This design comes from an exercise in tuning for small area and a short achievable clock period on the open sky130 flow, not from production work.
Only simulation tests tie the RTL to the original design; equivalence was not proved.
The flow treats the clock pin as an ideal source. Dropping or thinning the clock tree relies on that and would not hold on a real chip.
Power and IR drop assume default switching activity.

==> wip/yarrow <==
// fft8_top
module fft8_top (
    input  logic         clk,
    input  logic         rst_n,
    input  logic [79:0]  sample,
    output logic [159:0] result
);
export LEC_CHECK = 0
export CAP_MARGIN = 20
export CORE_MARGIN = 2
export CORE_UTILIZATION = 70
export SLEW_MARGIN = 20
export SYNTH_HIERARCHICAL = 1
export SYNTH_MINIMUM_KEEP_SIZE = 0
create_clock -name core_clock -period 16.0 [get_ports {clk}]
standard.sh (not shown) runs the stock make flow with config.mk's settings and CLKGATE_MAP_FILE= SYNTH_SCRIPT=/design/flow/synth_recipe.tcl, a recipe that flattens the netlist after the stock synthesis.
==> flow/flow/run.sh <==
#!/bin/bash
# The standard ORFS layout (standard.sh), with these changes:
#  - the smallest buffer (sky130_fd_sc_hd__buf_1) on every port;
#  - the pins that carry one sign bit (copies) are placed as a group;
#  - after placement, each output-port buffer is moved next to its pin and
#    the flip-flop that drives it next to the buffer, and the placement is
#    legalized (pull_out_ffs.tcl);
#  - the clock tree is built by clock_tree.tcl instead of TritonCTS: clock
#    port -> four root clkbuf_16 -> leaf clkbuf_16 per cluster of about 26
#    flip-flops, every flip-flop behind the same two buffer stages; then hold
#    repair and legalization as ORFS's cts step does; before it, the
#    reset net is rebuilt as one buffer per cluster of about 24 reset pins;
#  - the rest (global and detailed routing, finishing) is standard.sh again.
# Each tool's full output goes to a log of its own in this folder.
set -euo pipefail
export BUFFER_PORTS_ARGS="-buffer_cell sky130_fd_sc_hd__buf_1"
# the result pins that carry copies of one sign bit sit next to each other
export PLACE_PINS_ARGS="-group_pins {result[17] result[18] result[19]} -group_pins {result[7] result[8] result[9]} -group_pins {result[38] result[39]} -group_pins {result[28] result[29]} -group_pins {result[57] result[58] result[59]} -group_pins {result[47] result[48] result[49]} -group_pins {result[78] result[79]} -group_pins {result[68] result[69]} -group_pins {result[97] result[98] result[99]} -group_pins {result[87] result[88] result[89]} -group_pins {result[118] result[119]} -group_pins {result[108] result[109]} -group_pins {result[137] result[138] result[139]} -group_pins {result[127] result[128] result[129]} -group_pins {result[158] result[159]} -group_pins {result[148] result[149]}"
RES=orfs/results/${FLOW_PLATFORM}/fft8_top/base
bash standard.sh place > standard_place.log 2>&1
OUT_BUF=sky130_fd_sc_hd__buf_2 PLACE_ODB=$RES/3_place.odb openroad -no_init -exit flow/pull_out_ffs.tcl > pull_out_ffs.log 2>&1
RES=$RES PLATFORM_DIR=$FLOW_HOME/platforms/$FLOW_PLATFORM LEAF_SIZE=26 RST_LEAF_SIZE=24 \
  openroad -no_init -exit flow/clock_tree.tcl > clock_tree.log 2>&1
cp $RES/4_1_cts.odb $RES/4_cts.odb
bash standard.sh > standard.log 2>&1
==> flow/flow/pull_out_ffs.tcl <==
# Moves every output-port buffer next to its pin and every flip-flop that
# drives an output-port buffer next to that buffer, then legalizes the
# placement. With OUT_BUF set, the output-port buffers become that cell.
# Reads and writes the placed database given in
# the environment (PLACE_ODB).
read_db $::env(PLACE_ODB)
set block [ord::get_db_block]
set core [$block getCoreArea]
proc clamp {v lo hi} { return [expr {$v < $lo ? $lo : ($v > $hi ? $hi : $v)}] }
set moved 0
set sumx [dict create]
set sumy [dict create]
set cnt [dict create]
foreach bterm [$block getBTerms] {
  if {[$bterm getIoType] ne "OUTPUT"} { continue }
  set net [$bterm getNet]
  set buf ""
  foreach it [$net getITerms] {
    if {[$it isOutputSignal]} { set buf [$it getInst] }
  }
  if {$buf eq ""} { continue }
  if {[info exists ::env(OUT_BUF)]} { $buf swapMaster [[ord::get_db] findMaster $::env(OUT_BUF)] }
  # the buffer goes next to its pin, inside the core
  set pb [lindex [$bterm getBPins] 0]
  set pbox [$pb getBBox]
  set bm [$buf getMaster]
  set px [clamp [expr {([$pbox xMin] + [$pbox xMax]) / 2 - [$bm getWidth] / 2}] [$core xMin] [expr {[$core xMax] - [$bm getWidth]}]]
  set py [clamp [expr {([$pbox yMin] + [$pbox yMax]) / 2 - [$bm getHeight] / 2}] [$core yMin] [expr {[$core yMax] - [$bm getHeight]}]]
  $buf setLocation $px $py
  $buf setPlacementStatus PLACED
  set innet ""
  foreach it [$buf getITerms] {
    if {[$it isInputSignal]} { set innet [$it getNet] }
  }
  if {$innet eq ""} { continue }
  set ff ""
  foreach it [$innet getITerms] {
    if {[$it isOutputSignal]} { set ff [$it getInst] }
  }
  if {$ff eq ""} { continue }
  if {![string match "*df*" [[$ff getMaster] getName]]} { continue }
  set bb [$buf getBBox]
  set x [expr {([$bb xMin] + [$bb xMax]) / 2}]
  set y [expr {([$bb yMin] + [$bb yMax]) / 2}]
  set name [$ff getName]
  if {![dict exists $cnt $name]} {
    dict set cnt $name 0
    dict set sumx $name 0
    dict set sumy $name 0
  }
  dict incr cnt $name
  dict set sumx $name [expr {[dict get $sumx $name] + $x}]
  dict set sumy $name [expr {[dict get $sumy $name] + $y}]
}
foreach name [dict keys $cnt] {
  set ff [$block findInst $name]
  set n [dict get $cnt $name]
  set x [expr {[dict get $sumx $name] / $n}]
  set y [expr {[dict get $sumy $name] / $n}]
  set m [$ff getMaster]
  $ff setLocation [expr {$x - [$m getWidth] / 2}] [expr {$y - [$m getHeight] / 2}]
  $ff setPlacementStatus PLACED
  incr moved
}
puts "pull_out_ffs: moved $moved flip-flops"
detailed_placement
check_placement -verbose
write_db $::env(PLACE_ODB)
Other scripts of this flow, unchanged in this note and not shown: flow/flow/clock_tree.tcl
==> wip/ember: changes against wip/yarrow <==
==> flow/flow/run.sh (replaced) <==
#!/bin/bash
# The standard ORFS layout (standard.sh), with these changes:
#  - the smallest buffer (sky130_fd_sc_hd__buf_1) on every port;
#  - after placement, each output-port buffer is moved next to its pin and
#    the flip-flop that drives it next to the buffer, and the placement is
#    legalized (pull_out_ffs.tcl);
#  - the clock tree is built by clock_tree.tcl instead of TritonCTS: clock
#    port -> four root clkbuf_16 -> leaf clkbuf_16 per cluster of about 26
#    flip-flops, every flip-flop behind the same two buffer stages; then hold
#    repair and legalization as ORFS's cts step does; before it, the
#    reset net is rebuilt as one buffer per cluster of about 24 reset pins;
#  - the rest (global and detailed routing, finishing) is standard.sh again.
# Each tool's full output goes to a log of its own in this folder.
set -euo pipefail
export BUFFER_PORTS_ARGS="-buffer_cell sky130_fd_sc_hd__buf_1"
RES=orfs/results/${FLOW_PLATFORM}/fft8_top/base
bash standard.sh place > standard_place.log 2>&1
PLACE_ODB=$RES/3_place.odb openroad -no_init -exit flow/pull_out_ffs.tcl > pull_out_ffs.log 2>&1
RES=$RES PLATFORM_DIR=$FLOW_HOME/platforms/$FLOW_PLATFORM LEAF_SIZE=26 RST_LEAF_SIZE=24 \
  openroad -no_init -exit flow/clock_tree.tcl > clock_tree.log 2>&1
cp $RES/4_1_cts.odb $RES/4_cts.odb
bash standard.sh > standard.log 2>&1
--- a/flow/flow/pull_out_ffs.tcl
+++ b/flow/flow/pull_out_ffs.tcl
@@ -1,7 +1,7 @@
 # Moves every output-port buffer next to its pin and every flip-flop that
 # drives an output-port buffer next to that buffer, then legalizes the
-# placement. With OUT_BUF set, the output-port buffers become that cell.
-# Reads and writes the placed database given in
+# placement. A flip-flop that drives more than one output buffer (a sign bit)
+# is given the next drive strength. Reads and writes the placed database given in
 # the environment (PLACE_ODB).
 read_db $::env(PLACE_ODB)
 set block [ord::get_db_block]
@@ -19,7 +19,6 @@
     if {[$it isOutputSignal]} { set buf [$it getInst] }
   }
   if {$buf eq ""} { continue }
-  if {[info exists ::env(OUT_BUF)]} { $buf swapMaster [[ord::get_db] findMaster $::env(OUT_BUF)] }
   # the buffer goes next to its pin, inside the core
   set pb [lindex [$bterm getBPins] 0]
   set pbox [$pb getBBox]
@@ -58,6 +57,11 @@
   set x [expr {[dict get $sumx $name] / $n}]
   set y [expr {[dict get $sumy $name] / $n}]
   set m [$ff getMaster]
+  # a flip-flop that drives several output buffers gets the next drive strength
+  if {$n > 1 && [regexp {^(.*)_1$} [$m getName] -> base]} {
+    set m2 [[ord::get_db] findMaster ${base}_2]
+    if {$m2 ne "NULL"} { $ff swapMaster $m2; set m $m2 }
+  }
   $ff setLocation [expr {$x - [$m getWidth] / 2}] [expr {$y - [$m getHeight] / 2}]
   $ff setPlacementStatus PLACED
   incr moved
--- a/flow/config.mk
+++ b/flow/config.mk
@@ -7,7 +7,7 @@
 export LEC_CHECK = 0
 export CAP_MARGIN = 20
 export CORE_MARGIN = 2
-export CORE_UTILIZATION = 70
+export CORE_UTILIZATION = 60
 export SLEW_MARGIN = 20
 export SYNTH_HIERARCHICAL = 1
 export SYNTH_MINIMUM_KEEP_SIZE = 0
==> wip/delta: changes against wip/yarrow <==
==> flow/flow/run.sh (replaced) <==
#!/bin/bash
# The standard ORFS layout (standard.sh), with these changes:
#  - the smallest buffer (sky130_fd_sc_hd__buf_1) on every port;
#  - after placement, each output-port buffer is moved next to its pin and
#    the flip-flop that drives it next to the buffer, and the placement is
#    legalized (pull_out_ffs.tcl);
#  - the clock tree is built by clock_tree.tcl instead of TritonCTS: clock
#    port -> four root clkbuf_16 -> leaf clkbuf_16 per cluster of about 26
#    flip-flops, every flip-flop behind the same two buffer stages; then hold
#    repair and legalization as ORFS's cts step does; before it, the
#    reset net is rebuilt as one buffer per cluster of about 24 reset pins;
#  - the rest (global and detailed routing, finishing) is standard.sh again.
# Each tool's full output goes to a log of its own in this folder.
set -euo pipefail
export BUFFER_PORTS_ARGS="-buffer_cell sky130_fd_sc_hd__buf_1"
RES=orfs/results/${FLOW_PLATFORM}/fft8_top/base
bash standard.sh place > standard_place.log 2>&1
PLACE_ODB=$RES/3_place.odb openroad -no_init -exit flow/pull_out_ffs.tcl > pull_out_ffs.log 2>&1
RES=$RES PLATFORM_DIR=$FLOW_HOME/platforms/$FLOW_PLATFORM LEAF_SIZE=26 RST_LEAF_SIZE=24 \
  openroad -no_init -exit flow/clock_tree.tcl > clock_tree.log 2>&1
cp $RES/4_1_cts.odb $RES/4_cts.odb
bash standard.sh > standard.log 2>&1
--- a/flow/flow/pull_out_ffs.tcl
+++ b/flow/flow/pull_out_ffs.tcl
@@ -1,7 +1,6 @@
 # Moves every output-port buffer next to its pin and every flip-flop that
 # drives an output-port buffer next to that buffer, then legalizes the
-# placement. With OUT_BUF set, the output-port buffers become that cell.
-# Reads and writes the placed database given in
+# placement. Reads and writes the placed database given in
 # the environment (PLACE_ODB).
 read_db $::env(PLACE_ODB)
 set block [ord::get_db_block]
@@ -19,7 +18,6 @@
     if {[$it isOutputSignal]} { set buf [$it getInst] }
   }
   if {$buf eq ""} { continue }
-  if {[info exists ::env(OUT_BUF)]} { $buf swapMaster [[ord::get_db] findMaster $::env(OUT_BUF)] }
   # the buffer goes next to its pin, inside the core
   set pb [lindex [$bterm getBPins] 0]
   set pbox [$pb getBBox]
==> comparison <==
wip/delta finished clean. wip/yarrow finished with timing, DRC and antenna clean. wip/ember produced a clean layout. Core utilization, lowest first: wip/ember, wip/delta, wip/yarrow. In synthesized cell count, wip/ember and wip/yarrow do not differ. Fmax: wip/ember < wip/delta < wip/yarrow. Against wip/delta, the first-iteration DRC count of wip/yarrow is lower by 6.0%. In combinational power, wip/ember and wip/delta hardly differ. Against wip/delta, the hold slack of wip/yarrow is better by 0.019 ns. Sequential share of layout area: wip/delta > wip/ember > wip/yarrow. Sequential power is about the same in wip/ember and wip/yarrow. In cell count, wip/yarrow and wip/delta do not differ.
No run of this note takes its clock network from TritonCTS; it comes from the design's own scripts or RTL.

separate check: timing with driven ports:
In the flow no input, the clock included, has a driving cell. The finished layouts below were timed again as built, in two steps.
Step 1: set_driving_cell puts a clkbuf_16 on clk and a buf_2 on each other input, an assumption about the parent block.
Step 2 moves the port delays by t, midway between the first and last clock arrival at a register: inputs arrive t later, outputs are due t later. That takes back most of the time a late clock gives input paths.
Slacks: ideal ports / drivers / drivers and shift; pairs: ideal ports / drivers.
run | shift t [ns] | setup slack, ns | slew at the worst register clock pin (ns) | worst data-port slew with drivers (ns)
wip/yarrow | 0.467 | 11.872 / 11.759 / 12.075 | 0.12 / 0.12 | 0.04
wip/ember | 0.471 | 11.854 / 11.735 / 11.988 | 0.10 / 0.10 | 0.06
wip/delta | 0.468 | 11.860 / 11.745 / 12.050 | 0.11 / 0.11 | 0.04
After both steps setup and hold are still met in every run listed.
